From an optimization exercise on the open Yosys and OpenROAD flow, aimed at small area, a short achievable clock period and few clock cycles; shortcuts taken in it are not production practice.
In this exercise RTL edits were held to simulation tests only and were not proved equivalent to the original.
No activity file was given, so power comes from the tool's default toggle rates.

==> design.v <==
module multicycle_processor (
  input  logic               clk,
  input  logic               reset,
  input  logic [31:0]        MemRD,
  output logic [31:0]        MemAdr,
  output logic [31:0]        MemWD,
  output logic               MemWE,
  output logic               InstrDone,
  input  logic [3:0]         DBtheReg,
  output logic [31:0]        DBtheRegVal
);
  localparam logic [1:0] ALU_ADD = 2'd0;
  localparam logic [1:0] ALU_SUB = 2'd1;
  localparam logic [1:0] ALU_AND = 2'd2;
  localparam logic [1:0] ALU_ORR = 2'd3;
  function automatic logic cond_pass(input logic [3:0] c, input logic [3:0] f);
    logic n, z, cf, v, r;
    n = f[3]; z = f[2]; cf = f[1]; v = f[0];
    case (c)
      4'h0: r = z;
      4'h1: r = !z;
      4'h2: r = cf;
      4'h3: r = !cf;
      4'h4: r = n;
      4'h5: r = !n;
      4'h6: r = v;
      4'h7: r = !v;
      4'h8: r = cf && !z;
      4'h9: r = !cf || z;
      4'hA: r = n == v;
      4'hB: r = n != v;
      4'hC: r = !z && (n == v);
      4'hD: r = z || (n != v);
      4'hE: r = 1'b1;
      default: r = 1'b0;
    endcase
    cond_pass = r;
  endfunction
  logic [31:0] pc_reg;     
  logic [31:0] ir;
  logic        iv;         
  logic        ipred;      
  logic        mv;         
  logic        mload;
  logic [3:0]  mrd;
  logic [31:0] dadr;
  logic [3:0]  nzcv;
  logic [31:0] rf_q [0:14];
  logic        rf_we;
  logic [3:0]  rf_wa;
  logic [31:0] rf_wd, rf_wdm;
  assign rf_wdm = reset ? 32'd0 : rf_wd;
  generate
    for (genvar gi = 0; gi < 15; gi++) begin : gen_rf
      logic [31:0] r_reg;
      always_ff @(posedge clk) begin
        if (reset || (rf_we && rf_wa == 4'(gi)))
          r_reg <= rf_wdm;
      end
      assign rf_q[gi] = r_reg;
    end
  endgenerate
  logic [3:0] cond, cmd, rn, rd, rm;
  logic [1:0] op;
  logic       ibit, sbit, ubit, lbit, link;
  assign cond = ir[31:28];
  assign op   = ir[27:26];
  assign ibit = ir[25];
  assign cmd  = ir[24:21];
  assign link = ir[24];
  assign ubit = ir[23];
  assign sbit = ir[20];
  assign lbit = ir[20];
  assign rn   = ir[19:16];
  assign rd   = ir[15:12];
  assign rm   = ir[3:0];
  logic is_dp, is_ls, is_b;
  assign is_dp = (op == 2'b00);
  assign is_ls = (op == 2'b01);
  assign is_b  = (op == 2'b10);
  logic       dp_ok;
  logic [1:0] dp_ctl;
  always_comb begin
    dp_ok  = 1'b1;
    dp_ctl = ALU_ADD;
    case (cmd)
      4'b0100: dp_ctl = ALU_ADD;
      4'b0010: dp_ctl = ALU_SUB;
      4'b0000: dp_ctl = ALU_AND;
      4'b1100: dp_ctl = ALU_ORR;
      default: dp_ok  = 1'b0;
    endcase
  end
  logic e_act, cond_e, e_dp, e_ls, e_bfail, e_bl, e_redirect, e_ls15;
  assign e_act      = iv && !mv;
  assign cond_e     = cond_pass(cond, nzcv);
  assign e_dp       = e_act && cond_e && is_dp && dp_ok;
  assign e_ls       = e_act && cond_e && is_ls;
  assign e_bfail    = e_act && is_b && ipred && !cond_e;
  assign e_bl       = e_act && is_b && ipred && cond_e && link;
  assign e_redirect = (e_dp && rd == 4'd15) || e_bfail;
  assign e_ls15     = e_ls && rd == 4'd15;
  logic [31:0] pc_plus4, r15_e;
  assign pc_plus4 = pc_reg + 32'd4;
  assign r15_e    = is_b ? pc_reg : pc_plus4;
  logic [3:0]  ra2;
  logic [31:0] rd1, rd2;
  assign ra2 = mv ? mrd : rm;
  assign rd1 = (is_b || rn == 4'd15) ? r15_e : rf_q[rn];
  assign rd2 = (ra2 == 4'd15) ? pc_plus4 : rf_q[ra2];
  assign DBtheRegVal = (DBtheReg == 4'd15) ? pc_reg : rf_q[DBtheReg];
  logic [5:0]  rot;
  logic [31:0] imm8, rot_imm, imm12, br_back;
  assign rot     = {1'b0, ir[11:8], 1'b0};
  assign imm8    = {24'd0, ir[7:0]};
  assign rot_imm = (imm8 >> rot) | (imm8 << (6'd32 - rot));
  assign imm12   = {20'd0, ir[11:0]};
  assign br_back = {~{{6{ir[23]}}, ir[23:0]}, 2'b00};
  logic [31:0] alu_a, alu_b, alu_bx, alu_y;
  logic [1:0]  alu_ctl;
  logic [32:0] alu_sum;
  logic        alu_arith, alu_sub;
  logic [3:0]  alu_flags;
  always_comb begin
    alu_a = rd1;
    if (is_dp)      alu_b = ibit ? rot_imm : rd2;
    else if (is_ls) alu_b = imm12;
    else            alu_b = br_back;
    if (is_dp)      alu_ctl = dp_ctl;
    else if (is_ls) alu_ctl = ubit ? ALU_ADD : ALU_SUB;
    else            alu_ctl = ALU_ADD;
    alu_sub   = (alu_ctl == ALU_SUB);
    alu_arith = (alu_ctl == ALU_ADD) || alu_sub;
    alu_bx    = alu_sub ? ~alu_b : alu_b;
    alu_sum   = {1'b0, alu_a} + {1'b0, alu_bx} + {32'd0, alu_sub};
    case (alu_ctl)
      ALU_AND: alu_y = alu_a & alu_b;
      ALU_ORR: alu_y = alu_a | alu_b;
      default: alu_y = alu_sum[31:0];
    endcase
    alu_flags = {alu_y[31], (alu_y == 32'd0), alu_arith & alu_sum[32],
                 alu_arith & ~(alu_a[31] ^ alu_bx[31]) & (alu_a[31] ^ alu_sum[31])};
  end
  logic [3:0]  f_cond;
  logic        f_isb, f_flags_busy, f_take;
  logic [31:0] f_target;
  assign f_cond       = MemRD[31:28];
  assign f_isb        = (MemRD[27:26] == 2'b10);
  assign f_flags_busy = iv && is_dp && sbit;
  assign f_take       = f_isb &&
                        (f_flags_busy ? (f_cond != 4'hF) : cond_pass(f_cond, nzcv));
  assign f_target     = pc_reg + 32'd8 + {{6{MemRD[23]}}, MemRD[23:0], 2'b00};
  always_comb begin
    rf_we = 1'b0;
    rf_wa = rd;
    rf_wd = alu_y;
    if (mv) begin
      rf_we = mload && mrd != 4'd15;
      rf_wa = mrd;
      rf_wd = MemRD;
    end else if (e_dp) begin
      rf_we = (rd != 4'd15);
    end else if (e_bl) begin
      rf_we = 1'b1;
      rf_wa = 4'd14;
    end
  end
  always_ff @(posedge clk) begin
    dadr  <= alu_y;
    mrd   <= rd;
    mload <= lbit;
    if (reset) begin
      pc_reg <= 32'd0;
      iv     <= 1'b0;
      ipred  <= 1'b0;
      mv     <= 1'b0;
      nzcv   <= 4'd0;
    end else if (mv) begin
      mv <= 1'b0;
      if (mload && mrd == 4'd15) pc_reg <= MemRD;
    end else begin
      mv <= e_ls;
      if (e_dp && sbit) nzcv <= alu_flags;
      if (e_redirect) begin
        iv     <= 1'b0;
        pc_reg <= alu_y;
      end else if (e_ls15) begin
        iv     <= 1'b0;
      end else begin
        iv     <= 1'b1;
        ir     <= MemRD;
        ipred  <= f_take;
        pc_reg <= f_take ? f_target : pc_plus4;
      end
    end
  end
  assign MemAdr    = mv ? dadr : pc_reg;
  assign MemWD     = rd2;
  assign MemWE     = mv && !mload && !reset;
  assign InstrDone = !reset && (mv || (e_act && !e_ls));
endmodule
==> run.sh <==
#!/bin/bash
# synth_recipe.tcl (not shown) runs the flow's synth.tcl, then flattens the netlist and writes it again
# the make line also repeats each setting of config.mk as NAME=value (left out here)
make -C /OpenROAD-flow-scripts/flow DESIGN_CONFIG=/design/flow/config.mk WORK_HOME=/design/flow/orfs CLKGATE_MAP_FILE= SYNTH_SCRIPT=/design/flow/synth_recipe.tcl finish
==> config.mk <==
export PLATFORM = sky130hd
export DESIGN_NAME = multicycle_processor
export DESIGN_NICKNAME = multicycle_processor
export VERILOG_FILES = /design/flow/design.v
export SDC_FILE = /design/flow/constraint.sdc
export NUM_CORES = 4
export LEC_CHECK = 0
export CAP_MARGIN = 20
export CORE_MARGIN = 2
export CORE_UTILIZATION = 40
export SLEW_MARGIN = 20
==> constraint.sdc <==
create_clock -name core_clock -period 10.0 [get_ports {clk}]
set_input_delay 2.0000 -clock core_clock [delete_from_list [all_inputs] [get_ports {clk}]]
set_output_delay 2.0000 -clock core_clock [all_outputs]
set_load 0.01 [all_outputs]
==> run summary, run 1 <==
- Share of layout cells above drive strength 1: 0.114
- First-pass iteration count of the detailed router: 13
- Peak VDD IR: 0.000120 V
- Max Freq: 112 MHz
- Filler instances: 8836
- CTS Buf Count: 69
- Seq/Total Area, Yosys: 0.447
- Crit-path cells: nor3b_1, nor2_4, nor2_2, a221oi_1, a31oi_1, a31oi_1, xnor2_1, ha_1, a21o_1, and2_1, nor4_1, a21oi_1, a311oi_1, buf_4, xnor2_1, a21oi_1, o2111ai_1, or4_1, or4_1, or4_1, nor4_1, a32o_1
- Min Tclk post-route: 8.90 ns
- Yosys warning total: 2
- Area of the die: 97000 um^2
- Number of synthesized flops with an enable pin: 512
- Startpoint Class: register
- RSZ-0062 raised after global routing: no
- DRC violations left: 0
- CP Class: register to register
- Clock Path Buffers: 3
- P_sw: 0.00389 W
- Sw frac: 0.392
- Syn Std Cell Area: 37800 um^2
- Die height: 311 um
- Core area: 93500 um^2
- Global Route Usage Sum: 0.453
- Worst min path class: register to register
- Crit path to: nzcv[2]$_SDFFE_PP0P_
- CTS sink count: 588
- Least-Margin Pin Slew: 1.30 ns
- Worst Path Buf+Inv: 1
- Num rows: 112
- FFs w/ async S/R, synth: 0
- Port bufs: 135
- PostCTS Resize Cnt: 0
- Via count: 40500
- Synth Register Bits: 588
- CP Launch Point: ir[2]$_DFFE_PP_
- CP Data Arrival Time: 9.52 ns
- Reg2Reg Depth: 22
- DRT Wirelength: 227000 um
- Via-to-Cell Ratio: 7.65
- Combinational group share of total power: 0.306
- Final Hold Violating Endpoints: 0
- Clock power share: 0.276
- Final GP Congestion: 1.10
- Vias in the first global route: 37400
- Ys flop type: edfxtp_1
- Cell count of the worst hold path: 0
- Clock Latency Late Sink: 0.69 ns
- Final worst clock skew: 0.0357 ns
- Critical path's top delay family: simple AND/OR/NAND/NOR gates
- Syn Inst Count: 3890
- GRT Residual Overflow: 0
- Synth-to-Final Area Change: 16.0%
- Max FFs per register: 480
- Outcome: complete, no violations
- Largest fanout on the critical path: 21
- Root buffer cell: clkbuf_16
- Post-route cell area: 43900 um^2
- Mean post-synth cell area: 9.72 um^2
- Slew margin rel.: 0.134
- Placed Area: 41400 um^2
- CTS H-tree depth: 3
- Post-CTS setup buffer count: 0
- Final Max Tran Viols: 0
- Synth area leaders: edfxtp_1, a22oi_1, dfxtp_1
- CTS clk-pin slew, worst paths: 0.06 ns
- CP max stage delay: 0.98 ns
- Slowest cell on crit path: nor2_2
- Max-cap violations: 0
- # IOs: 136
- Reg2Reg Capture Point: nzcv[2]$_SDFFE_PP0P_
- Sequential power share: 0.418
- 1st-iter DRT viols: 8610
- Internal: 0.00603 W
- CTS tree: done
- PwrDens: 226 nW/um^2
- Pleak: 15.7 nW
- Req. time, crit path: 10.62 ns
- Largest net degree at the start of global routing: 81
- Top-count cell post-synth: edfxtp_1
- Final worst-path cycle share: 0.890
- Initial antenna violation count: 14
- Synth top area share: 0.407
- Post-synth top area cell: edfxtp_1
- Chip Width: 311 um
- Reg-to-reg startpoint: ir[2]$_DFFE_PP_
- Initial core utilization: 0.404
- Most used cell, CP: or4_1
- Layout Nets: 4101
- Worst path depth: 22
- Post-route ant nets: 0
- Setup violators final: 0
- Net count after synthesis: 4020
- CP endpoint kind: register
- Setup Total Neg Slack: 0 ns
- First-pass GRT wire length: 308000 um
- Reg2reg setup slack: 1.10 ns
- DP HPWL: 157000 um
- Post-synth top cells: edfxtp_1, a22oi_1, nand2_1
- Routed WL per cell: 43.0 um
- Post-CTS Hold Buffers: 0
- Cell variety after synth: 95
## placed cells by master (no fill, tap or decap), types with 33 or more instances in the layout
| cell type | synthesis | final |
|---|---|---|
| o22ai_1 | 71 | 68 |
| a211oi_1 | 50 | 47 |
| o21ai_0 | 202 | 201 |
| nand2_1 | 300 | 284 |
| nand3_1 | 124 | 124 |
| nor3_1 | 102 | 93 |
| a222oi_1 | 54 | 54 |
| a22o_1 | 77 | 77 |
| dfxtp_1 | 76 | 75 |
| nor2b_1 | 36 | 33 |
| xnor2_1 | 82 | 82 |
| a21oi_1 | 231 | 225 |
| a22oi_1 | 339 | 338 |
| mux2i_1 | 57 | 57 |
| clkdlybuf4s50_1 | 0 | 134 |
| and3_1 | 33 | 33 |
| nand2b_1 | 39 | 39 |
| inv_1 | 77 | 75 |
| clkbuf_16 | 0 | 70 |
| nor2_1 | 278 | 258 |
| a31oi_1 | 40 | 40 |
| ha_1 | 90 | 90 |
| a21o_1 | 51 | 51 |
| nand4_1 | 45 | 45 |
| edfxtp_1 | 512 | 512 |
| a221oi_1 | 76 | 76 |
| buf_4 | 2 | 178 |
| mux2_2 | 53 | 53 |
## area by class of cell
cell class                 count  area, um^2  area share
multi-input combinational   2916       19900       0.453
timing repair buffer         318        2780      0.0635
tap                         1254        1570      0.0358
antenna                       15        37.5    0.000856
clock buffer                  83        1830      0.0417
clock inverter                42         553      0.0126
sequential                   588       16900       0.385
inverter                      78         293     0.00668
## logic make-up (layout without fill, tap and decap cells)
group | after synthesis | in the layout | share of synthesized area
adder cells (fa/ha/maj) | 109 | 109 | 0.0353
other | 0 | 15 | 0
flip-flops | 588 | 588 | 0.447
buffers and inverters | 386 | 521 | 0.0394
AND/OR/NAND/NOR | 1111 | 1111 | 0.143
AO/OA/AOI/OAI | 1470 | 1470 | 0.277
multiplexers | 113 | 113 | 0.0322
XOR/XNOR | 113 | 113 | 0.0262
## metrics by stage
stage | worst slack, ns | std cells | utilization | hold WS, ns | power, W
3_3_place_gp | 1.69 | 5154 | 0.443 | 0.431 | 0.00699
4_1_cts | 1.58 | 5279 | 0.468 | 0.430 | 0.00965
3_5_place_dp | 1.62 | 5154 | 0.443 | 0.433 | 0.00695
6_report | 1.10 | 5294 | 0.469 | 0.433 | 0.00992
2_1_floorplan | 2.90 | 3890 | - | 0.387 | 0.00534
5_1_grt | 0.875 | 5281 | 0.469 | 0.458 | 0.0101
## metal layers
metal  share of wire  global-route usage  up-vias
li1                -                   -    15600
met1            0.36               0.558    19500
met2            0.40               0.632     4193
met3            0.16               0.211     1131
met4           0.084               0.290       18
met5         0.00081              0.0109        -
## power by group through the flow
stage | combinational [W] | clock [W] | sequential, W
after floorplan | 0.00157 | 0 | 0.00377
after CTS | 0.00285 | 0.00272 | 0.00408
final | 0.00304 | 0.00273 | 0.00415
after global routing | 0.00311 | 0.00283 | 0.00415
after global placement | 0.00284 | 0 | 0.00415
after detailed placement | 0.00283 | 0 | 0.00412
## worst min path at each step
| stage | start | end | slack (ns) |
|---|---|---|---|
| floorplan | ir[13]$_DFFE_PP_ | mrd[1]$_DFF_P_ | 0.39 |
| global placement | ir[20]$_DFFE_PP_ | mload$_DFF_P_ | 0.43 |
| detailed placement | ir[20]$_DFFE_PP_ | mload$_DFF_P_ | 0.43 |
| CTS | ir[20]$_DFFE_PP_ | mload$_DFF_P_ | 0.43 |
| global route | ir[20]$_DFFE_PP_ | mload$_DFF_P_ | 0.46 |
| finish | ir[20]$_DFFE_PP_ | mload$_DFF_P_ | 0.43 |
Testbench counts, summed over its fixed seeds: cycles 19,026.
==> run 2: changes to the inputs <==
--- a/config.mk
+++ b/config.mk
@@ -5,7 +5,9 @@
 export SDC_FILE = /design/flow/constraint.sdc
 export NUM_CORES = 4
 export LEC_CHECK = 0
+export ABC_AREA = 1
 export CAP_MARGIN = 20
 export CORE_MARGIN = 2
 export CORE_UTILIZATION = 40
+export SETUP_SLACK_MARGIN = 4
 export SLEW_MARGIN = 20
==> run 2 against run 1 <==
Net effect: hold slack got worse by 0.068 ns; critical path depth decreased by 6; clock power is essentially flat; cell area grew 6.5%; count of clock-buffer cells in the layout rose by 5; core utilization up 3.2 points; total power down 0.99%; register-to-register slack better by 2.9 ns; synthesized cell count grew 20%; global-route usage down 1.1 points; routed wire length decreased by 4.1%; largest cell class unchanged.
==> run summary, run 2 <==
- Outcome: complete, no violations
- Slowest cell on crit path: clkbuf_2
- Final Max Tran Viols: 0 (unchanged)
- Top-count cell post-synth: nand2_1
- PwrDens: 210 nW/um^2 (-7.0%)
- Worst Path Buf+Inv: 9 (+8)
- Setup violators final: 0 (unchanged)
- Routed WL per cell: 34.5 um (-20%)
- Clock Latency Late Sink: 0.68 ns (about the same)
- Final Hold Violating Endpoints: 0 (unchanged)
- CTS Buf Count: 72 (+4.3%)
- Reg2reg setup slack: 4.01 ns (+2.91 ns)
- CTS sink count: 588 (unchanged)
- Synth area leaders: edfxtp_1, nand2_1, inv_1
- Layout Nets: 5120 (+25%)
- Post-synth top area cell: edfxtp_1
- Share of layout cells above drive strength 1: 0.155 (+0.0418)
- Num rows: 112 (unchanged)
- Net count after synthesis: 4801 (+19%)
- Pre-CTS setup slack: 1.68 ns (+0.0636 ns)
- Pleak: 19.0 nW (+21%)
- Seq/Total Area, Yosys: 0.451 (+0.00362)
- Root buffer cell: clkbuf_16
- First-pass iteration count of the detailed router: 10 (-3)
- Slew margin rel.: 0.189 (+0.0550)
- Chip Width: 310 um (-0.40%)
- Mean post-synth cell area: 8.03 um^2 (-17%)
- Hold_sp: ir[15]$_DFFE_PP_
- Max Freq: 165 MHz (+47%)
- FFs w/ async S/R, synth: 0 (unchanged)
- Least-Margin Pin Slew: 1.21 ns (-0.0856 ns)
- CP Data Arrival Time: 4.07 ns (-5.45 ns)
- Global Route Usage Sum: 0.442 (-0.0107)
- DRT Wirelength: 218000 um (-4.1%)
- Port bufs: 135 (unchanged)
- Multi-input gate area in the final layout: 18900 um^2 (-5.1%)
- Register area: 16900 um^2 (about the same)
- Most used cell, CP: buf_12
- Commonest non-fill, non-tap cell in the layout: nand2_1
- Area of the die: 96200 um^2 (-0.79%)
- Initial antenna violation count: 16 (+2)
- Reg2Reg Depth: 30 (+36%)
- Filler instances: 9056 (+2.5%)
- CTS tree: done
- Post-route ant nets: 0 (unchanged)
- Fin cells: 6315 (+19%)
- WHS Endpoint: mrd[3]$_DFF_P_
- Crit-path cells: buf_12, clkinv_8, nand2_4, buf_6, nor2_4, buf_6, clkinvlp_4, buf_12, buf_12, buf_4, o22ai_1, nor3_2, nand3_2, o21ai_2, o21ai_0, clkbuf_2
- Ys flop type: edfxtp_1
- Max-cap violations: 0 (unchanged)
- Vias in the first global route: 37700 (+0.69%)
- Die height: 310 um (-0.40%)
- Min Tclk post-route: 6.07 ns (-2.83 ns)
- Reg2Reg Capture Point: gen_rf[10].r_reg[30]$_DFFE_PP_
- 1st-iter DRT viols: 7759 (-9.9%)
- Initial core utilization: 0.402 (-0.00205)
- Largest fanout on the critical path: 5 (-76%)
- RSZ-0062 raised after global routing: yes
- Via count: 42000 (+3.8%)
- Clock Path Buffers: 3 (unchanged)
- Core area: 93200 um^2 (-0.30%)
- Critical path's top delay family: buffers and inverters
- # IOs: 136 (unchanged)
- Final GP Congestion: 1.04 (-5.1%)
- Synth-to-Final Area Change: 24.5%
- CP Class: input port to primary output
- Cell count of the worst hold path: 0 (unchanged)
- Most frequent cells in the layout: nand2_1, inv_1, edfxtp_1, o21ai_0, o22ai_1
- Req. time, crit path: 8.00 ns (-2.62 ns)
- CTS H-tree depth: 3 (unchanged)
- Final worst-path cycle share: 0.607 (-0.283)
- Yosys warning total: 2 (unchanged)
- Startpoint Class: input port
- Syn Inst Count: 4671 (+20%)
- CP max stage delay: 0.21 ns (-0.77 ns)
- Worst min path class: register to register
- Max FFs per register: 480 (unchanged)
- First-pass GRT wire length: 294000 um (-4.5%)
- Post-CTS Hold Buffers: 0 (unchanged)
- Cell variety after synth: 65 (-32%)
- Post-Place Cells: 6001 (+16%)
- Synth top area share: 0.410 (+0.00330)
- Number of synthesized flops with an enable pin: 512 (unchanged)
- Setup Total Neg Slack: 0 ns (unchanged)
- Final worst clock skew: 0.0329 ns (-0.00278 ns)
- GRT Residual Overflow: 0 (unchanged)
- Post-synth top cells: nand2_1, inv_1, edfxtp_1
- DRC violations left: 0 (unchanged)
- CTS clk-pin slew, worst paths: 0.06 ns (about the same)
- Setup ws final: 3.93 ns (+2.83 ns)
- Largest net degree at the start of global routing: 75 (-7.4%)
- CP endpoint kind: primary output
- Peak VDD IR: 0.000150 V (+25%)
- Reg-to-reg startpoint: ir[19]$_DFFE_PP_
- Via-to-Cell Ratio: 6.65 (-13%)
- Syn Std Cell Area: 37500 um^2 (-0.80%)
- Synth Register Bits: 588 (unchanged)
- DP HPWL: 145000 um (-7.6%)
run 2: cell types whose count changed after synthesis, moves of 54 or more:
cell,before,now
inv_1,77,610
a222oi_1,54,0
clkbuf_1,245,152
xnor2_1,82,13
mux2i_1,57,0
a22o_1,77,5
o22ai_1,71,320
nand2_1,300,1104
o21ai_0,202,390
nand3_1,124,191
a22oi_1,339,8
run 2: through the flow:
| stage | utilization | instance area [um^2] | hold WS, ns | total power, W |
|---|---|---|---|---|
| 3_5_place_dp | 0.439 | 40900 | 0.353 | 0.00669 |
| 6_report | 0.501 | 46700 | 0.365 | 0.00982 |
| 4_1_cts | 0.485 | 45200 | 0.366 | 0.00950 |
| 3_3_place_gp | 0.439 | 40900 | 0.351 | 0.00670 |
| 2_1_floorplan | - | 37500 | 0.348 | 0.00521 |
| 5_1_grt | 0.501 | 46700 | 0.372 | 0.0101 |
run 2: worst max path at each step:
stage | from | endpoint | slack [ns] | cells after the start
floorplan | DBtheReg[1] | DBtheRegVal[0] | 4.40 | 10
global placement | DBtheReg[1] | DBtheRegVal[18] | 1.81 | 14
detailed placement | DBtheReg[1] | DBtheRegVal[18] | 1.68 | 14
CTS | DBtheReg[1] | DBtheRegVal[22] | 3.93 | 15
global route | DBtheReg[2] | DBtheRegVal[22] | 3.90 | 13
finish | DBtheReg[3] | DBtheRegVal[1] | 3.93 | 16
run 2: metal layers:
layer | share of wire | vias up | track usage
met4 | 0.075 | 10 | 0.254
met3 | 0.17 | 1049 | 0.188
met1 | 0.37 | 19900 | 0.586
met2 | 0.38 | 3929 | 0.597
met5 | 0.00031 | - | 0
li1 | - | 17200 | -
run 2: area by class of cell:
class,count,area share
Inverter,632,0.0541
Timing Repair Buffer,445,0.0936
Timing Repair inverter,1,0.000241
Tap cell,1254,0.0336
Clock inverter,43,0.0104
Clock buffer,88,0.0412
Antenna cell,14,0.000750
Sequential cell,588,0.362
Multi-Input combinational cell,3250,0.404
run 2: kinds of logic after synthesis:
kind of cell,after synthesis,share of synthesized area
AOI/OAI and AO/OA,1218,0.200
DFF,588,0.451
xor gates and xnor gates,81,0.0189
adders and majority gates,92,0.0311
and+or+nand+nor,1857,0.213
buffers and inverters,835,0.0859
run 2: power breakdown:
group / switching (W) / leakage (nW) / internal (W)
Sequential: 0.000334 / 5.83 / 0.00341
Clock: 0.00117 / 1.16 / 0.00157
Combinational: 0.00240 / 12.0 / 0.000935
run 2: timing repair:
action                                  CTS  global route
gates resized for setup                 370           228
setup buffers                            92            71
gates cloned                              5             1
endpoints found under the setup margin  516           367
pin swaps                                54            66
==> run 3: changes to the inputs <==
--- a/config.mk
+++ b/config.mk
@@ -9,5 +9,8 @@
 export CAP_MARGIN = 20
 export CORE_MARGIN = 2
 export CORE_UTILIZATION = 40
+export CTS_BUF_LIST = sky130_fd_sc_hd__clkbuf_16
+export CTS_CLUSTER_DIAMETER = 80
+export CTS_CLUSTER_SIZE = 25
 export SETUP_SLACK_MARGIN = 4
 export SLEW_MARGIN = 20
==> run 3 against run 2 <==
Net effect: register-to-register slack worse by 0.02 ns; clock power is 27% lower; routed wire length fell by 0.46%; sequential share of layout area rose by 0.85 points; non-clock buffer count down 10; largest power group unchanged.
==> run summary, run 3 <==
- Outcome: complete, no violations
- Most used cell, CP: buf_12
- Post-route ant nets: 0 (unchanged)
- Min Tclk post-route: 6.13 ns (+0.0577 ns)
- CTS Buf Count: 43 (-40%)
- Post-synth top area cell: edfxtp_1
- CP endpoint kind: primary output
- # IOs: 136 (unchanged)
- Fin cells: 6240 (-1.2%)
- Max-cap violations: 0 (unchanged)
- Layout Nets: 5081 (-0.76%)
- Final Max Tran Viols: 0 (unchanged)
- Syn Std Cell Area: 37500 um^2 (unchanged)
- Slowest cell on crit path: buf_2
- Global Route Usage Sum: 0.437 (-0.00511)
- DRT Wirelength: 217000 um (-0.46%)
- Reg-to-reg startpoint: ir[18]$_DFFE_PP_
- Final GP Congestion: 1.04 (unchanged)
- Mean post-synth cell area: 8.03 um^2 (unchanged)
- CTS sink count: 588 (unchanged)
- Post-synth top cells: nand2_1, inv_1, edfxtp_1
- Syn Inst Count: 4671 (unchanged)
- CP max stage delay: 0.21 ns (about the same)
- Post-Place Cells: 6001 (unchanged)
- Max Freq: 163 MHz (-0.94%)
- Initial antenna violation count: 11 (-5)
- Yosys warning total: 2 (unchanged)
- Peak VDD IR: 0.000165 V (+9.5%)
- Slew margin rel.: 0.192 (+0.00296)
- CTS H-tree depth: 2 (-1)
- Worst Path Buf+Inv: 7 (-2)
- Die height: 310 um (unchanged)
- Most frequent cells in the layout: nand2_1, inv_1, edfxtp_1, o21ai_0, o22ai_1
- Ys flop type: edfxtp_1
- Clock Path Buffers: 3 (unchanged)
- Chip Width: 310 um (unchanged)
- PwrDens: 199 nW/um^2 (-5.5%)
- Via count: 41500 (-1.2%)
- CP Class: input port to primary output
- DP HPWL: 145000 um (unchanged)
- Share of layout cells above drive strength 1: 0.144 (-0.0118)
- WHS Endpoint: mrd[3]$_DFF_P_
- First-pass GRT wire length: 291000 um (-0.98%)
- Via-to-Cell Ratio: 6.66 (about the same)
- Commonest non-fill, non-tap cell in the layout: nand2_1
- Critical path's top delay family: buffers and inverters
- CTS clk-pin slew, worst paths: 0.08 ns (+0.02 ns)
- Root buffer cell: clkbuf_16
- Worst min path class: register to register
- Final worst clock skew: 0.0485 ns (+0.0156 ns)
- Final Hold Violating Endpoints: 0 (unchanged)
- Filler instances: 9133 (+0.85%)
- Setup violators final: 0 (unchanged)
- Synth Register Bits: 588 (unchanged)
- Routed WL per cell: 34.8 um (+0.74%)
- First-pass iteration count of the detailed router: 9 (-1)
- Seq/Total Area, Yosys: 0.451 (unchanged)
- RSZ-0062 raised after global routing: yes
- Cell variety after synth: 65 (unchanged)
- Reg2Reg Capture Point: gen_rf[8].r_reg[28]$_DFFE_PP_
- Synth area leaders: edfxtp_1, nand2_1, inv_1
- FFs w/ async S/R, synth: 0 (unchanged)
- 1st-iter DRT viols: 7430 (-4.2%)
- Number of synthesized flops with an enable pin: 512 (unchanged)
- Synth top area share: 0.410 (unchanged)
- Num rows: 112 (unchanged)
- DRC violations left: 0 (unchanged)
- Area of the die: 96200 um^2 (unchanged)
- Overall power: 0.00906 W (-7.7%)
- GRT Residual Overflow: 0 (unchanged)
- Synth-to-Final Area Change: 21.7%
- Clock Latency Late Sink: 0.68 ns (about the same)
- Final worst-path cycle share: 0.613 (+0.00577)
- Startpoint Class: input port
- Reg2Reg Depth: 30 (unchanged)
- Crit-path cells: buf_12, nor2_1, buf_6, buf_8, nand2_8, buf_12, buf_12, buf_4, o22ai_1, nor3_1, nand4_1, o211ai_1, o21ai_2, buf_2
- Net count after synthesis: 4801 (unchanged)
- Initial core utilization: 0.402 (unchanged)
- Top-count cell post-synth: nand2_1
- CP Data Arrival Time: 4.13 ns (+0.06 ns)
- Pleak: 18.5 nW (-2.6%)
- Port bufs: 135 (unchanged)
- Largest net degree at the start of global routing: 75 (unchanged)
- Hold_sp: ir[15]$_DFFE_PP_
- Req. time, crit path: 8.00 ns (about the same)
- Largest fanout on the critical path: 7 (+2)
- CTS tree: done
- Core area: 93200 um^2 (unchanged)
- Reg2reg setup slack: 3.99 ns (-0.02 ns)
- Setup Total Neg Slack: 0 ns (unchanged)
- Cell count of the worst hold path: 0 (unchanged)
- Final Core Density: 0.490 (-0.0116)
- Least-Margin Pin Slew: 1.20 ns (-0.0126 ns)
- Max FFs per register: 480 (unchanged)
- Vias in the first global route: 37300 (-1.0%)
## run 3: power breakdown
part           switching, W  internal (W)
Sequential         0.000332       0.00340
Combinational       0.00239      0.000929
Clock               0.00113      0.000878
## run 3: final cells by class
| cell class | instances | area, um^2 | share of cell area |
|---|---|---|---|
| Sequential cell | 588 | 16900 | 0.370 |
| Clock inverter | 31 | 459 | 0.0101 |
| Antenna cell | 6 | 15.0 | 0.000329 |
| Clock buffer | 43 | 1080 | 0.0236 |
| Tap cell | 1254 | 1570 | 0.0344 |
| Timing Repair inverter | 1 | 11.3 | 0.000247 |
| Inverter | 632 | 2530 | 0.0555 |
| Multi-Input combinational cell | 3250 | 18800 | 0.412 |
| Timing Repair Buffer | 435 | 4260 | 0.0934 |
## run 3: per-stage QoR
stage / instance area [um^2] / setup WS, ns / hold WS [ns]
2_1_floorplan: 37500 / 4.40 / 0.348
3_3_place_gp: 40900 / 1.81 / 0.351
3_5_place_dp: 40900 / 1.68 / 0.353
4_1_cts: 44200 / 3.96 / 0.367
5_1_grt: 45600 / 3.88 / 0.378
6_report: 45600 / 3.87 / 0.367
## run 3: timing repair
| item | CTS | global route |
|---|---|---|
| endpoints found under the hold margin | 0 | 0 |
| setup buffers | 82 | 69 |
| hold buffers | 0 | 0 |
| gates cloned | 5 | 3 |
| pin swaps | 57 | 68 |
| resized for setup | 359 | 211 |
| endpoints found under the setup margin | 516 | 361 |
## run 3: worst max path at each step
stage                                         end  slack (ns)  cells after the start              from
CTS                               DBtheRegVal[18]        3.96                     15       DBtheReg[1]
global placement                  DBtheRegVal[18]        1.81                     14       DBtheReg[1]
floorplan                          DBtheRegVal[0]        4.40                     10       DBtheReg[1]
detailed placement                DBtheRegVal[18]        1.68                     14       DBtheReg[1]
global route        gen_rf[6].r_reg[30]$_DFFE_PP_        3.88                     30  ir[18]$_DFFE_PP_
finish                            DBtheRegVal[10]        3.87                     14       DBtheReg[0]
## run 3: per-layer routing
layer	GRT usage	vias to the layer above	part of all wire
li1	-	17000	-
met1	0.582	19800	0.37
met2	0.591	3816	0.38
met3	0.180	886	0.17
met4	0.250	6	0.072
met5	0	-	0.00077
## run 3: cell families after synthesis
logic type	synth area share
AOI/OAI and AO/OA	0.200
buffers and inverters	0.0859
and+or+nand+nor	0.213
DFF	0.451
adders and majority gates	0.0311
xor gates and xnor gates	0.0189
==> run 4: changes to the inputs <==
--- a/design.v
+++ b/design.v
@@ -108,7 +108,7 @@
   assign ra2 = mv ? mrd : rm;
   assign rd1 = (is_b || rn == 4'd15) ? r15_e : rf_q[rn];
   assign rd2 = (ra2 == 4'd15) ? pc_plus4 : rf_q[ra2];
-  assign DBtheRegVal = (DBtheReg == 4'd15) ? pc_reg : rf_q[DBtheReg];
+  assign DBtheRegVal = rf_q[(DBtheReg == 4'd15) ? 4'd14 : DBtheReg];
   logic [5:0]  rot;
   logic [31:0] imm8, rot_imm, imm12, br_back;
   assign rot     = {1'b0, ir[11:8], 1'b0};
==> run 4 against run 3 <==
Net effect: synthesized area grew 1.1%; cell count grew 0.74%; sequential share of layout area grew 0.55 points; critical endpoint is now nzcv[2]$_SDFFE_PP0P_; highest routed layer unchanged.
==> run summary, run 4 <==
- Startpoint Class: register
- Ys flop type: edfxtp_1
- Initial antenna violation count: 10 (-1)
- Synth-to-Final Area Change: 18.6%
- Post-synth top area cell: edfxtp_1
- CTS tree: done
- Slew margin rel.: 0.225 (+0.0323)
- RSZ-0062 raised after global routing: yes
- Num rows: 112 (unchanged)
- Synth top area share: 0.406 (-0.00428)
- Register area: 16900 um^2 (unchanged)
- Clock Latency Late Sink: 0.69 ns (about the same)
- CP Class: register to register
- Simple-gate share of the synthesized area: 0.244 (+0.0310)
- First-pass GRT wire length: 289000 um (-0.89%)
- XOR/XNOR share of the synthesized area: 0.0192 (+0.000265)
- Synth area leaders: edfxtp_1, nand2_1, inv_1
- Net count after synthesis: 4905 (+2.2%)
- Syn Std Cell Area: 37900 um^2 (+1.1%)
- Critical path's top delay family: simple AND/OR/NAND/NOR gates
- Global Route Usage Sum: 0.421 (-0.0165)
- P_sw: 0.00379 W (-1.6%)
- Peak VDD IR: 0.000128 V (-22%)
- Chip Width: 312 um (+0.52%)
- CTS clk-pin slew, worst paths: 0.10 ns (+0.02 ns)
- Overall power: 0.00892 W (-1.6%)
- Area of the die: 97200 um^2 (+1.0%)
- Port bufs: 135 (unchanged)
- PwrDens: 198 nW/um^2 (-0.13%)
- Routed WL per cell: 33.8 um (-2.7%)
- Sequential power share: 0.419 (+0.007)
- Core area: 93600 um^2 (+0.45%)
- Setup ws final: 3.94 ns (+0.0644 ns)
- Largest net degree at the start of global routing: 46 (-39%)
- Syn Inst Count: 4775 (+2.2%)
- Cell variety after synth: 66 (+1.5%)
- Largest fanout on the critical path: 27 (+20)
- Number of synthesized flops with an enable pin: 512 (unchanged)
- Final Max Tran Viols: 0 (unchanged)
- Max Freq: 165 MHz (+1.1%)
- Internal: 0.00513 W (-1.6%)
- GRT Residual Overflow: 0 (unchanged)
- Synth Register Bits: 588 (unchanged)
- Multiplexer area fraction after synthesis: 0 (unchanged)
- Max FFs per register: 480 (unchanged)
- Compound-Gate Fraction of Synth Area: 0.175 (-0.0256)
- Mean post-synth cell area: 7.94 um^2 (-1.1%)
- Seq/Total Area, Yosys: 0.446 (-0.00470)
- Largest family of logic cells by synthesized area: simple AND/OR/NAND/NOR gates
- Yosys warning total: 2 (unchanged)
- Via count: 41100 (-0.96%)
- Req. time, crit path: 10.58 ns (+2.58 ns)
- Post-Place Cells: 6086 (+1.4%)
- Final worst clock skew: 0.0514 ns (+0.00295 ns)
- Slowest cell on crit path: clkinvlp_4
- Commonest non-fill, non-tap cell in the layout: nand2_1
- CTS sink count: 588 (unchanged)
- Via-to-Cell Ratio: 6.54 (-1.7%)
- Pre-CTS setup slack: 1.95 ns (+0.268 ns)
- Root buffer cell: clkbuf_16
- Sw frac: 0.425 (about the same)
- Filler instances: 9280 (+1.6%)
- Min Tclk post-route: 6.06 ns (-0.0644 ns)
- Most frequent cells in the layout: nand2_1, inv_1, edfxtp_1, nor2_1, o22ai_1
- Clock Path Buffers: 3 (unchanged)
- Worst Path Buf+Inv: 4 (-3)
- Most used cell, CP: nand2_1
- Initial core utilization: 0.405 (+0.00242)
- Final Hold Violating Endpoints: 0 (unchanged)
- Setup Total Neg Slack: 0 ns (unchanged)
- Final worst-path cycle share: 0.606 (-0.00644)
- Worst min path class: register to register
- CP Data Arrival Time: 6.65 ns (+2.52 ns)
- 1st-iter DRT viols: 7223 (-2.8%)
- Pleak: 18.3 nW (-1.1%)
- CTS H-tree depth: 2 (unchanged)
- CP max stage delay: 0.59 ns (+0.38 ns)
- Layout Nets: 5132 (+1.0%)
- DRT Wirelength: 213000 um (-2.0%)
- DP HPWL: 140000 um (-3.6%)
- Synth Area in Adders: 0.0308 (-0.000324)
- Share of layout cells above drive strength 1: 0.123 (-0.0205)
- Least-Margin Pin Slew: 1.16 ns (-0.0358 ns)
- # IOs: 136 (unchanged)
- Outcome: complete, no violations
- Post-CTS Hold Buffers: 0 (unchanged)
- Post-route ant nets: 0 (unchanged)
- Die height: 312 um (+0.52%)
- First-pass iteration count of the detailed router: 7 (-2)
- Max-cap violations: 0 (unchanged)
- Fin cells: 6286 (+0.74%)
- Multi-input gate area in the final layout: 19000 um^2 (+1.0%)
- FFs w/ async S/R, synth: 0 (unchanged)
- Combinational group share of total power: 0.371 (+0.005)
- Top-count cell post-synth: nand2_1
- Clock power share: 0.209 (-0.013)
- Vias in the first global route: 37300 (-0.11%)
- CTS Buf Count: 38 (-12%)
- CP endpoint kind: register
- Final GP Congestion: 1.06 (+1.2%)
- Setup violators final: 0 (unchanged)
- Post-synth top cells: nand2_1, inv_1, edfxtp_1
- DRC violations left: 0 (unchanged)
==> run 4: stage by stage <==
step                      hold WS, ns  instance area (um^2)   util
after CTS                       0.464                 44000  0.470
after floorplan                 0.348                 37900      -
after global placement          0.439                 41100  0.439
final                           0.491                 45000  0.480
after global routing            0.477                 44900  0.480
after detailed placement        0.428                 41200  0.440
==> run 4: what timing repair did <==
action,CTS,global route
setup buffers,79,46
endpoints found under the setup margin,498,326
gates cloned,4,1
resized for setup,239,118
pin swaps,30,38
==> run 4: worst paths after layout <==
check	from	to	slack [ns]	depth (start not counted)
min	ir[14]$_DFFE_PP_	mrd[2]$_DFF_P_	0.49	0
max reg2reg	ir[17]$_DFFE_PP_	nzcv[2]$_SDFFE_PP0P_	3.94	27
max	ir[17]$_DFFE_PP_	nzcv[2]$_SDFFE_PP0P_	3.94	27
min reg2reg	ir[14]$_DFFE_PP_	mrd[2]$_DFF_P_	0.49	0
==> run 4: worst reg2reg max path, cell delays in order (launching register included) <==
cell and delay [ns]:
edfxtp_1 0.56, inv_1 0.16, nand2_1 0.10, nor2_2 0.11, buf_4 0.52, clkinvlp_4 0.67
o211ai_1 0.36, o32ai_2 0.18, nand2_1 0.13, o211ai_1 0.31, inv_1 0.20, ha_1 0.32
nand2_1 0.27, o21ai_0 0.23, a21oi_1 0.20, nand3_1 0.16, or2_2 0.30, nand3_1 0.10
nand3_2 0.21, nor2_1 0.15, nand4_1 0.10, nor2_1 0.18, nand2_1 0.08, nor2_1 0.09
nand2_1 0.06, nor2_2 0.09, nand3_2 0.08, a21oi_2 0.11
==> run 4: layer usage <==
layer / vias to the layer above / GRT usage / wire [um]
li1: 17100 / - / -
met1: 19400 / 0.556 / 77500
met3: 912 / 0.150 / 34600
met4: 14 / 0.286 / 18200
met2: 3733 / 0.570 / 82100
met5: - / 0 / 290
==> run 4: area by class of cell <==
cell class | count | area share
antenna | 4 | 0.000223
clock buffer | 39 | 0.0217
clock inverter | 27 | 0.00821
inverter | 600 | 0.0522
multi-input combinational | 3384 | 0.422
sequential | 588 | 0.376
tap | 1254 | 0.0349
timing repair buffer | 389 | 0.0841
timing repair inverter | 1 | 0.000195
==> run 4: power by group through the flow <==
stage               combinational [W]  clock [W]  sequential [W]
global route                  0.00340    0.00193         0.00379
global placement              0.00295          0         0.00378
CTS                           0.00303    0.00185         0.00372
floorplan                     0.00156          0         0.00366
finish                        0.00331    0.00187         0.00374
detailed placement            0.00295          0         0.00377
==> run 4: logic make-up after synthesis <==
group / Yosys count
simple gates: 2145
xor+xnor: 83
fa+ha+maj: 92
buf+inv: 804
flops: 588
compound gates: 1063
Testbench counts of run 4, summed over its fixed seeds: cycles 19,026.
==> run 5: changes to the inputs <==
--- a/design.v
+++ b/design.v
@@ -149,7 +149,9 @@
   assign f_flags_busy = iv && is_dp && sbit;
   assign f_take       = f_isb &&
                         (f_flags_busy ? (f_cond != 4'hF) : cond_pass(f_cond, nzcv));
-  assign f_target     = pc_reg + 32'd8 + {{6{MemRD[23]}}, MemRD[23:0], 2'b00};
+  logic [29:0] f_word;
+  assign f_word       = pc_plus4[31:2] + {{6{MemRD[23]}}, MemRD[23:0]} + 30'd1;
+  assign f_target     = {f_word, pc_reg[1:0]};
   always_comb begin
     rf_we = 1'b0;
     rf_wa = rd;
==> run 5 against run 4 <==
Net effect: clock power decreased by 2%; critical path depth decreased by 1; sequential power about the same; core utilization decreased by 0.56 points; register-to-register slack got worse by 0.06 ns; via count decreased by 2.5%; count of clock-buffer cells in the layout unchanged; global-route usage decreased by 0.17 points; routed wire length decreased by 3.5%; cell area decreased by 3.1%; synthesized area decreased by 2.0%; critical endpoint unchanged; largest cell class unchanged.
==> run summary, run 5 <==
- Outcome: complete, no violations
- DRC violations left: 0 (unchanged)
- FFs w/ async S/R, synth: 0 (unchanged)
- Fin cells: 6140 (-2.3%)
- Area of the die: 95300 um^2 (-2.0%)
- CTS tree: done
- Worst min path class: register to register
- Final Hold Violating Endpoints: 0 (unchanged)
- Post-route ant nets: 0 (unchanged)
- 1st-iter DRT viols: 7335 (+1.6%)
- Synth top area share: 0.414 (+0.00846)
- CP Data Arrival Time: 6.68 ns (+0.03 ns)
- Cell variety after synth: 67 (+1.5%)
- Met2 usage: 0.560 (-0.00983)
- Largest net degree at the start of global routing: 56 (+22%)
- Final worst clock skew: 0.0584 ns (+0.00699 ns)
- Pleak: 17.4 nW (-4.4%)
- CTS sink count: 588 (unchanged)
- Ys flop type: edfxtp_1
- Routed WL per cell: 33.4 um (-1.2%)
- Core area: 91800 um^2 (-1.9%)
- Number of synthesized flops with an enable pin: 512 (unchanged)
- Placed Area: 40400 um^2 (-1.8%)
- Top-count cell post-synth: nand2_1
- First-pass GRT wire length: 278000 um (-3.6%)
- Max FFs per register: 480 (unchanged)
- Via count: 40100 (-2.5%)
- Via-to-Cell Ratio: 6.53 (-0.17%)
- First-pass iteration count of the detailed router: 10 (+3)
- Seq/Total Area, Yosys: 0.455 (+0.00930)
- Setup ws final: 3.88 ns (-0.0597 ns)
- Met1 Resource Use GR: 0.555 (-0.00123)
- Setup violators final: 0 (unchanged)
- Post-Place Cells: 5982 (-1.7%)
- Synth Register Bits: 588 (unchanged)
- Final Max Tran Viols: 0 (unchanged)
- Max Freq: 163 MHz (-0.97%)
- Most frequent cells in the layout: nand2_1, inv_1, edfxtp_1, o21ai_0, nor2_1
- Least-Margin Pin Slew: 1.21 ns (+0.0439 ns)
- Min Tclk post-route: 6.12 ns (+0.0597 ns)
- CTS clk-pin slew, worst paths: 0.10 ns (about the same)
- Filler instances: 8965 (-3.4%)
- Synth area leaders: edfxtp_1, nand2_1, inv_1
- GRT busiest layer: met2
- # IOs: 136 (unchanged)
- Mean post-synth cell area: 7.94 um^2 (about the same)
- Layout Nets: 4963 (-3.3%)
- Req. time, crit path: 10.56 ns (-0.02 ns)
- Global Route Usage Sum: 0.419 (-0.00175)
- Share of layout cells above drive strength 1: 0.111 (-0.0117)
- Post-CTS Hold Buffers: 0 (unchanged)
- Root buffer cell: clkbuf_16
- Clock Latency Late Sink: 0.67 ns (-0.02 ns)
- Num rows: 111 (-0.89%)
- Post-route cell area: 43600 um^2 (-3.1%)
- CTS Buf Count: 39 (+2.6%)
- Slew margin rel.: 0.187 (-0.0378)
- Port bufs: 135 (unchanged)
- Chip Width: 309 um (-1.0%)
- Hold slack: 0.435 ns (-0.0559 ns)
- Initial core utilization: 0.404 (-0.000463)
- Max-cap violations: 0 (unchanged)
- Commonest non-fill, non-tap cell in the layout: nand2_1
- Yosys warning total: 2 (unchanged)
- PwrDens: 199 nW/um^2 (+0.49%)
- RSZ-0062 raised after global routing: yes
- CP endpoint kind: register
- M3 GR Usage: 0.158 (+0.00819)
- Pre-CTS setup slack: 2.05 ns (+0.0989 ns)
- Clock Path Buffers: 3 (unchanged)
- Vias in the first global route: 36300 (-2.6%)
- GRT Residual Overflow: 0 (unchanged)
- Initial antenna violation count: 8 (-2)
- Setup Total Neg Slack: 0 ns (unchanged)
- Die height: 309 um (-1.0%)
- Post-synth top area cell: edfxtp_1
- DP HPWL: 136000 um (-2.9%)
- Post-synth top cells: nand2_1, inv_1, edfxtp_1
- Synth-to-Final Area Change: 17.4%
- Final GP Congestion: 1.06 (-0.15%)
- Startpoint Class: register
- DRT Wirelength: 205000 um (-3.5%)
- Largest fanout on the critical path: 22 (-19%)
- CP Class: register to register
- Net count after synthesis: 4779 (-2.6%)
- Peak VDD IR: 0.000133 V (+3.7%)
- Syn Std Cell Area: 37100 um^2 (-2.0%)
- Syn Inst Count: 4677 (-2.1%)
- CTS H-tree depth: 2 (unchanged)
- Final worst-path cycle share: 0.612 (+0.00597)
## run 5: kinds of logic after synthesis
| kind of cell | after synthesis | share of synthesized area |
|---|---|---|
| and+or+nand+nor | 2042 | 0.234 |
| adders and majority gates | 64 | 0.0220 |
| buffers and inverters | 798 | 0.0846 |
| xor gates and xnor gates | 84 | 0.0200 |
| AOI/OAI and AO/OA | 1101 | 0.184 |
| DFF | 588 | 0.455 |
## run 5: report_power, final
part,switching (W),leakage [nW],internal [W]
sequential,0.000350,5.83,0.00340
combinational,0.00224,11.0,0.000873
clock,0.00103,0.650,0.000795
## run 5: per-layer routing
| metal | wire length, um | vias to the layer above |
|---|---|---|
| met4 | 18200 | 6 |
| met1 | 74400 | 18600 |
| met5 | 31 | - |
| met2 | 77800 | 3863 |
| met3 | 34800 | 980 |
| li1 | - | 16700 |
## run 5: worst paths after layout
path	startpoint	endpoint	slack, ns	cells past startpoint
hold / removal	ir[20]$_DFFE_PP_	mload$_DFF_P_	0.44	0
setup / recovery	ir[19]$_DFFE_PP_	nzcv[2]$_SDFFE_PP0P_	3.88	26
hold reg to reg	ir[20]$_DFFE_PP_	mload$_DFF_P_	0.44	0
setup reg to reg	ir[19]$_DFFE_PP_	nzcv[2]$_SDFFE_PP0P_	3.88	26
## run 5: through the flow
stage	power (W)	utilization
5_1_grt	0.00891	0.474
6_report	0.00868	0.475
3_3_place_gp	0.00660	0.440
3_5_place_dp	0.00659	0.440
4_1_cts	0.00839	0.465
2_1_floorplan	0.00517	-
## run 5: worst max-delay path, stage by stage (launching register included)
cell	delay, ns
edfxtp_1	0.50
nor2_1	0.30
nand2_1	0.08
nand2_1	0.07
buf_4	0.48
inv_1	0.32
buf_4	0.34
o21ai_1	0.68
nand2_1	0.11
nand3_1	0.17
inv_1	0.08
ha_1	0.38
nand2_1	0.16
nor4_2	0.36
a21oi_1	0.16
o21bai_1	0.20
xnor2_1	0.14
nor2_1	0.09
a21oi_4	0.27
nand3_1	0.11
nor2_1	0.11
nand2_1	0.06
nor2_1	0.14
nand3_1	0.22
nor2_1	0.22
nand3_2	0.10
a21oi_2	0.13
## run 5: area by class of cell
type	count	area, um^2	share of cell area
Multi-Input combinational cell	3292	18200	0.417
Sequential cell	588	16900	0.388
Timing Repair Buffer	349	3250	0.0747
Inverter	591	2330	0.0535
Tap cell	1243	1560	0.0357
Clock buffer	39	976	0.0224
Clock inverter	31	355	0.00816
Antenna cell	7	17.5	0.000402
## run 5: what timing repair did
| item | CTS | global route |
|---|---|---|
| buffers inserted | 43 | 35 |
| cloned | 1 | 2 |
| endpoints found under the setup margin | 552 | 457 |
| hold endpoints to repair | 0 | 0 |
| resized for setup | 176 | 134 |
| pin swaps | 22 | 25 |
Testbench counts of run 5, summed over its fixed seeds: cycles 19,026.
==> run 6: changes to the inputs <==
--- a/design.v
+++ b/design.v
@@ -108,7 +108,7 @@
   assign ra2 = mv ? mrd : rm;
   assign rd1 = (is_b || rn == 4'd15) ? r15_e : rf_q[rn];
   assign rd2 = (ra2 == 4'd15) ? pc_plus4 : rf_q[ra2];
-  assign DBtheRegVal = rf_q[(DBtheReg == 4'd15) ? 4'd14 : DBtheReg];
+  assign DBtheRegVal = (DBtheReg == 4'd15) ? pc_reg : rf_q[DBtheReg];
   logic [5:0]  rot;
   logic [31:0] imm8, rot_imm, imm12, br_back;
   assign rot     = {1'b0, ir[11:8], 1'b0};
==> run 6 against run 5 <==
Net effect: cell count increased by 0.20%; combinational power increased by 4%; sequential share of layout area decreased by 1.1 points; hold slack got worse by 0.048 ns; synthesized area increased by 0.38%.
==> run summary, run 6 <==
- Outcome: complete, no violations
- Initial core utilization: 0.405 (+0.000927)
- Combinational group share of total power: 0.370 (+0.012)
- Yosys warning total: 2 (unchanged)
- P_sw: 0.00365 W (+0.93%)
- RSZ-0062 raised after global routing: yes
- First-pass GRT wire length: 282000 um (+1.4%)
- Critical path's top delay family: simple AND/OR/NAND/NOR gates
- Synth top area share: 0.413 (-0.00157)
- Max FFs per register: 480 (unchanged)
- Worst min path class: register to register
- Placed Area: 40500 um^2 (about the same)
- Cell variety after synth: 69 (+3.0%)
- Post-route cell area: 44900 um^2 (+3.0%)
- Area of the die: 95600 um^2 (+0.38%)
- Global Route Usage Sum: 0.422 (+0.00371)
- Cell count of the worst hold path: 0 (unchanged)
- Max Freq: 161 MHz (-1.2%)
- Req. time, crit path: 10.55 ns (about the same)
- Reg2Reg Depth: 33 (+27%)
- CTS Buf Count: 39 (unchanged)
- CTS tree: done
- Via-to-Cell Ratio: 6.68 (+2.3%)
- Post-synth top cells: nand2_1, inv_1, edfxtp_1
- Clock Latency Late Sink: 0.65 ns (-0.02 ns)
- Die height: 309 um (+0.19%)
- Net count after synthesis: 4723 (-1.2%)
- Max-cap violations: 0 (unchanged)
- Clock Path Buffers: 3 (unchanged)
- Worst Path Buf+Inv: 3 (-1)
- Chip Width: 309 um (+0.19%)
- Most frequent cells in the layout: nand2_1, inv_1, edfxtp_1, o22ai_1, o21ai_0
- CP max stage delay: 0.44 ns (-0.24 ns)
- Clock power share: 0.211 (about the same)
- Commonest non-fill, non-tap cell in the layout: nand2_1
- Post-route ant nets: 0 (unchanged)
- Final GP Congestion: 1.05 (-0.75%)
- GRT Residual Overflow: 0 (unchanged)
- Final Hold Violating Endpoints: 0 (unchanged)
- Startpoint Class: register
- Num rows: 111 (unchanged)
- Sw frac: 0.416 (-0.000676)
- DRT Wirelength: 210000 um (+2.2%)
- Final worst-path cycle share: 0.620 (+0.00742)
- DRC violations left: 0 (unchanged)
- Number of synthesized flops with an enable pin: 512 (unchanged)
- CP endpoint kind: register
- Core area: 91900 um^2 (+0.15%)
- Root buffer cell: clkbuf_16
- Min Tclk post-route: 6.20 ns (+0.0742 ns)
- First-pass iteration count of the detailed router: 12 (+2)
- Synth Register Bits: 588 (unchanged)
- Vias in the first global route: 36700 (+1.3%)
- CTS sink count: 588 (unchanged)
- Initial antenna violation count: 8 (unchanged)
- Port bufs: 135 (unchanged)
- Largest fanout on the critical path: 18 (-18%)
- Final Max Tran Viols: 0 (unchanged)
- Pleak: 18.1 nW (+3.9%)
- 1st-iter DRT viols: 8155 (+11%)
- Post-synth top area cell: edfxtp_1
- CTS clk-pin slew, worst paths: 0.08 ns (-0.02 ns)
- Top-count cell post-synth: nand2_1
- Post-Place Cells: 5924 (-0.97%)
- CTS H-tree depth: 2 (unchanged)
- Synth-to-Final Area Change: 20.4%
- Sequential power share: 0.419 (-0.012)
- Share of layout cells above drive strength 1: 0.146 (+0.0348)
- PwrDens: 196 nW/um^2 (-1.8%)
- Syn Inst Count: 4621 (-1.2%)
- Post-CTS Hold Buffers: 0 (unchanged)
- Layout Nets: 4982 (+0.38%)
- Fin cells: 6152 (+0.20%)
- Least-Margin Pin Slew: 1.21 ns (+0.00212 ns)
- Setup violators final: 0 (unchanged)
- Largest net degree at the start of global routing: 69 (+23%)
- DP HPWL: 138000 um (+1.3%)
- Final worst clock skew: 0.0546 ns (-0.00383 ns)
- Seq/Total Area, Yosys: 0.453 (-0.00173)
- # IOs: 136 (unchanged)
- CP Data Arrival Time: 6.75 ns (+0.07 ns)
- CP Class: register to register
- Syn Std Cell Area: 37300 um^2 (+0.38%)
- Synth area leaders: edfxtp_1, nand2_1, o22ai_1
- Overall power: 0.00878 W (+1.1%)
- Slew margin rel.: 0.187 (-0.000347)
- Ys flop type: edfxtp_1
- Hold slack: 0.387 ns (-0.0480 ns)
- Mean post-synth cell area: 8.06 um^2 (+1.6%)
- FFs w/ async S/R, synth: 0 (unchanged)
- Setup Total Neg Slack: 0 ns (unchanged)
- Most used cell, CP: nand3_1
- Peak VDD IR: 0.000177 V (+33%)
- Routed WL per cell: 34.1 um (+2.0%)
- Internal: 0.00513 W (+1.2%)
- Via count: 41100 (+2.5%)
- Worst path depth: 33 (+27%)
- Slowest cell on crit path: dfxtp_4
==> run 6: cell types whose count changed after synthesis, sizes merged, moves of 12 or more <==
cell,before,now
nor2,286,306
nand4,104,68
o211ai,52,40
o22ai,225,386
inv,584,649
o2111ai,61,27
nand2,1341,1037
o21ai,327,390
==> run 6: worst paths after layout <==
check                        start              endpoint  slack, ns
setup reg to reg     mv$_SDFF_PP0_  nzcv[2]$_SDFFE_PP0P_       3.80
hold / removal    ir[14]$_DFFE_PP_        mrd[2]$_DFF_P_       0.39
hold reg to reg   ir[14]$_DFFE_PP_        mrd[2]$_DFF_P_       0.39
setup / recovery     mv$_SDFF_PP0_  nzcv[2]$_SDFFE_PP0P_       3.80
==> run 6: cell type report <==
| cell class | instances | area [um^2] |
|---|---|---|
| fillers | 8918 | 47100 |
| multi-input cells | 3169 | 18300 |
| flip-flops and latches | 588 | 16900 |
| repair buffers | 425 | 4150 |
| inverters | 657 | 2580 |
| well taps | 1243 | 1560 |
| clock buffers | 41 | 1030 |
| clock inverters | 23 | 297 |
| diodes | 6 | 15.0 |
==> run 6: logic make-up (layout without fill, tap and decap cells) <==
group,after synthesis,count (layout),share of synthesized area
adders and majority gates,64,64,0.0219
AOI/OAI and AO/OA,1276,1276,0.208
xor gates and xnor gates,83,83,0.0195
other,0,6,0
DFF,588,588,0.453
buffers and inverters,868,1146,0.0926
and+or+nand+nor,1742,1746,0.204
==> run 6: per-layer routing <==
metal | up-vias | global-route usage | share of wire
met5 | - | 0 | 0.0013
met4 | 12 | 0.249 | 0.079
met3 | 1060 | 0.195 | 0.18
met2 | 4035 | 0.568 | 0.38
met1 | 19200 | 0.550 | 0.36
li1 | 16800 | - | -
==> run 6: metrics by stage <==
stage / util / worst slack (ns)
after global routing: 0.488 / 3.82
after detailed placement: 0.440 / 2.04
after floorplan: - / 4.49
after global placement: 0.440 / 2.05
after CTS: 0.476 / 3.97
final: 0.488 / 3.80
==> run 6: repair_timing <==
action / CTS / global route
endpoints found under the setup margin: 347 / 265
gates resized for setup: 368 / 185
pin swaps: 38 / 53
gates cloned: 6 / 4
buffers inserted: 99 / 49
==> run 6: worst register-to-register path: cells and delay by family (launching register included) <==
kind	cells	cell delay (ns)
adder cells (fa/ha/maj)	1	0.39
AND/OR/NAND/NOR	19	2.91
flip-flops	1	0.44
AO/OA/AOI/OAI	9	1.61
buffers and inverters	3	0.57
XOR/XNOR	1	0.19
==> run 6: power groups by stage <==
stage	registers (W)	logic, W	clock network [W]
final	0.00368	0.00324	0.00186
after global routing	0.00372	0.00336	0.00191
after CTS	0.00366	0.00297	0.00184
after detailed placement	0.00371	0.00286	0
after global placement	0.00371	0.00288	0
after floorplan	0.00360	0.00156	0
Testbench counts of run 6, summed over its fixed seeds: cycles 19,026.
==> run 7: changes to the inputs <==
--- a/design.v
+++ b/design.v
@@ -147,8 +147,14 @@
   assign f_cond       = MemRD[31:28];
   assign f_isb        = (MemRD[27:26] == 2'b10);
   assign f_flags_busy = iv && is_dp && sbit;
+  logic f_sub_busy, f_z;
+  assign f_sub_busy   = f_flags_busy && cmd == 4'b0010;
+  assign f_z          = cond_e ? (alu_a == alu_b) : nzcv[2];
   assign f_take       = f_isb &&
-                        (f_flags_busy ? (f_cond != 4'hF) : cond_pass(f_cond, nzcv));
+                        (!f_flags_busy                  ? cond_pass(f_cond, nzcv) :
+                         f_sub_busy && f_cond == 4'h0   ? f_z :
+                         f_sub_busy && f_cond == 4'h1   ? !f_z :
+                                                          (f_cond != 4'hF));
   logic [29:0] f_word;
   assign f_word       = pc_plus4[31:2] + {{6{MemRD[23]}}, MemRD[23:0]} + 30'd1;
   assign f_target     = {f_word, pc_reg[1:0]};
==> run 7 against run 6 <==
Net effect: sequential share of layout area is 0.85 points lower; core utilization is 1.1 points higher; global-route usage is 1.8 points lower; sequential power is 1% lower; clock power is 6% lower; via count is 2.3% lower; synthesized cell count is 5.0% lower; non-clock buffer count is 10 higher; first-iteration DRC count hardly changed; count of clock-buffer cells in the layout is 3 lower; sequential cell count stayed put.
==> run summary, run 7 <==
- Outcome: complete, no violations
- Core area: 91900 um^2 (unchanged)
- Final Max Tran Viols: 0 (unchanged)
- Seq/Total Area, Yosys: 0.454 (about the same)
- Min Tclk post-route: 6.20 ns (-0.000420 ns)
- Sw frac: 0.424 (+0.00752)
- Post-Place Cells: 5680 (-4.1%)
- DRT Wirelength: 201000 um (-4.1%)
- CP Class: register to primary output
- Commonest non-fill, non-tap cell in the layout: inv_1
- Mean post-synth cell area: 8.48 um^2 (+5.2%)
- Slew margin rel.: 0.169 (-0.0175)
- Synth-to-Final Area Change: 23.4%
- Port bufs: 135 (unchanged)
- Yosys warning total: 2 (unchanged)
- Number of synthesized flops with an enable pin: 512 (unchanged)
- CTS clk-pin slew, worst paths: 0.09 ns (about the same)
- Clock power share: 0.195 (-0.016)
- # IOs: 136 (unchanged)
- Final Hold Violating Endpoints: 0 (unchanged)
- Initial core utilization: 0.405 (about the same)
- Setup violators final: 0 (unchanged)
- Setup Total Neg Slack: 0 ns (unchanged)
- DRC violations left: 0 (unchanged)
- Vias in the first global route: 36300 (-1.1%)
- FFs w/ async S/R, synth: 0 (unchanged)
- Clock Latency Late Sink: 0.66 ns (about the same)
- Chip Width: 309 um (about the same)
- Filler instances: 8544 (-4.2%)
- Synth area leaders: edfxtp_1, o22ai_1, inv_1
- Least-Margin Pin Slew: 1.23 ns (+0.0244 ns)
- Startpoint Class: register
- Sequential power share: 0.406 (-0.013)
- Syn Std Cell Area: 37200 um^2 (about the same)
- CTS tree: done
- Num rows: 111 (unchanged)
- CP Data Arrival Time: 4.20 ns (-2.55 ns)
- Reg2reg setup slack: 3.92 ns (+0.12 ns)
- Req. time, crit path: 8.00 ns (-2.55 ns)
- First-pass GRT wire length: 272000 um (-3.5%)
- CTS H-tree depth: 2 (unchanged)
- Max Freq: 161 MHz (about the same)
- Clock Path Buffers: 3 (unchanged)
- Max FFs per register: 480 (unchanged)
- Cell variety after synth: 70 (+1.4%)
- Most frequent cells in the layout: inv_1, nand2_1, edfxtp_1, o22ai_1, o21ai_0
- Global Route Usage Sum: 0.405 (-0.0179)
- Final Core Density: 0.500 (+0.0115)
- Top-count cell post-synth: inv_1
- Fin cells: 5925 (-3.7%)
- Combinational group share of total power: 0.399 (+0.029)
- Area of the die: 95500 um^2 (about the same)
- Pleak: 18.5 nW (+1.8%)
- RSZ-0062 raised after global routing: yes
- First-pass iteration count of the detailed router: 9 (-3)
- Final GP Congestion: 1.11 (+5.6%)
- Final worst-path cycle share: 0.620 (about the same)
- Worst min path class: register to register
- Internal: 0.00516 W (+0.72%)
- Initial antenna violation count: 12 (+4)
- Root buffer cell: clkbuf_16
- Largest net degree at the start of global routing: 58 (-16%)
- Largest fanout on the critical path: 4 (-14)
- Post-route ant nets: 0 (unchanged)
- Pre-CTS setup slack: 1.99 ns (-0.0489 ns)
- Max-cap violations: 0 (unchanged)
- Peak VDD IR: 0.000190 V (+7.2%)
- 1st-iter DRT viols: 8159 (+0.049%)
- DP HPWL: 134000 um (-2.5%)
- Post-synth top area cell: edfxtp_1
- GRT Residual Overflow: 0 (unchanged)
- Post-synth top cells: inv_1, nand2_1, edfxtp_1
- Setup ws final: 3.80 ns (+0.000420 ns)
- Ys flop type: edfxtp_1
- Final worst clock skew: 0.0681 ns (+0.0135 ns)
- Net count after synthesis: 4555 (-3.6%)
- CP endpoint kind: primary output
- Layout Nets: 4815 (-3.4%)
- Via-to-Cell Ratio: 6.78 (+1.5%)
- Routed WL per cell: 33.9 um (-0.46%)
- P_sw: 0.00380 W (+3.9%)
- Via count: 40200 (-2.3%)
- PwrDens: 195 nW/um^2 (-0.31%)
- Post-CTS Hold Buffers: 0 (unchanged)
- CTS Buf Count: 37 (-5.1%)
- Synth Register Bits: 588 (unchanged)
- Synth top area share: 0.413 (about the same)
- Syn Inst Count: 4389 (-5.0%)
- CTS sink count: 588 (unchanged)
- Die height: 309 um (about the same)
- Share of layout cells above drive strength 1: 0.182 (+0.0355)
[run 7: cell count changes after synthesis, moves of 27 or more]
cell      before  now
o21ai_1       40    8
o22ai_1      386  450
inv_1        630  735
nand4_1       68   41
nand2_1      993  641
clkbuf_1     141  168
a221oi_1      61  137
nor2_1       291  218
a21oi_1      220  181
ha_1          62  126
[run 7: final timing paths]
| path | startpoint | endpoint | cells after the start |
|---|---|---|---|
| hold / removal | ir[20]$_DFFE_PP_ | mload$_DFF_P_ | 0 |
| hold reg to reg | ir[20]$_DFFE_PP_ | mload$_DFF_P_ | 0 |
| setup / recovery | pc_reg[3]$_SDFFE_PP0P_ | MemWD[23] | 12 |
| setup reg to reg | ir[16]$_DFFE_PP_ | nzcv[2]$_SDFFE_PP0P_ | 30 |
[run 7: power groups by stage]
stage | registers [W] | clock network [W] | logic, W
detailed placement | 0.00366 | 0 | 0.00295
global placement | 0.00365 | 0 | 0.00294
CTS | 0.00362 | 0.00172 | 0.00314
floorplan | 0.00358 | 0 | 0.00156
global route | 0.00369 | 0.00180 | 0.00366
finish | 0.00364 | 0.00174 | 0.00357
[run 7: through the flow]
step                total power (W)  area (um^2)  hold WS [ns]
floorplan                   0.00514        37200         0.365
finish                      0.00896        45900         0.420
detailed placement          0.00660        40600         0.391
global route                0.00915        45900         0.435
global placement            0.00659        40600         0.397
CTS                         0.00847        44100         0.410
[run 7: cell type report]
cell class | instances | area [um^2] | area share
diodes | 11 | 27.5 | 0.000599
clock buffers | 38 | 951 | 0.0207
clock inverters | 23 | 272 | 0.00591
inverters | 762 | 3020 | 0.0657
multi-input cells | 2824 | 18800 | 0.410
flip-flops and latches | 588 | 16900 | 0.368
well taps | 1243 | 1560 | 0.0339
repair buffers | 435 | 4350 | 0.0948
repair inverters | 1 | 11.3 | 0.000245
[run 7: kinds of logic after synthesis]
logic type / Yosys count / share of synthesized area
simple gates: 1272 / 0.154
compound gates: 1345 / 0.231
buf+inv: 977 / 0.0996
flops: 588 / 0.454
xor+xnor: 79 / 0.0190
fa+ha+maj: 128 / 0.0434
[run 7: worst max-delay path, cell delays in order, from the launching register on]
cell             delay (ns)
dfxtp_4                0.38
inv_1                  0.16
nor3_4                 0.28
nand2_2                0.15
nor4_2                 0.17
nand4_1                0.15
nor2_2                 0.17
nand4_2                0.17
nor3_4                 0.28
xor2_2                 0.31
nor2_1                 0.11
a41oi_2                0.61
clkdlybuf4s50_1        0.67
[run 7: per-layer routing]
layer  global-route usage  wire length (um)  vias to the layer above  part of all wire
met3                0.168             34500                     1163              0.17
met1                0.504             68600                    18800              0.34
met2                0.564             77600                     3882              0.39
met5                    0               195                        -           0.00097
met4                0.283             20100                       10              0.10
li1                     -                 -                    16300                 -
[run 7: what timing repair did]
| action | CTS | global route |
|---|---|---|
| hold endpoints to repair | 0 | 0 |
| pin swaps | 62 | 85 |
| resized for setup | 476 | 260 |
| endpoints found under the setup margin | 557 | 381 |
| setup buffers | 82 | 79 |
| cloned | 7 | 4 |
Testbench counts of run 7, summed over its fixed seeds: cycles 18,726.

port drivers added, routing unchanged:
No port has a modelled driver above. Below, the same layouts with a new extraction and two added sets of constraints. Step 1, drivers: a clkbuf_16 drives clk and a buf_2 each remaining input, both assumed. Step 2 times the ports against the registers' clock, not the clock port: input delays grow and output delays shrink by t, the midpoint of the rising clock arrivals with the driver on. Slacks: no drivers / after step 1 / after step 2; pairs: no drivers / after step 1.
run	t (ns)	setup slack, ns	worst hold slack (ns)
run 1	0.743	1.101 / 1.101 / 1.101	0.433 / 0.433 / 0.433
run 2	0.742	3.929 / 3.853 / 3.538	0.365 / 0.365 / 0.365
run 3	0.732	3.871 / 3.818 / 3.601	0.367 / 0.367 / 0.367
run 4	0.739	3.936 / 3.918 / 3.502	0.491 / 0.491 / 0.491
run 5	0.718	3.876 / 3.862 / 3.686	0.435 / 0.435 / 0.435
run 6	0.708	3.802 / 3.802 / 3.530	0.387 / 0.387 / 0.387
run 7	0.697	3.802 / 3.727 / 3.694	0.420 / 0.420 / 0.420
After both steps setup and hold are still met in every run listed. For run 4, which loses most, drivers alone change the setup slack by -0.018 ns; drivers and shift together by -0.434 ns.
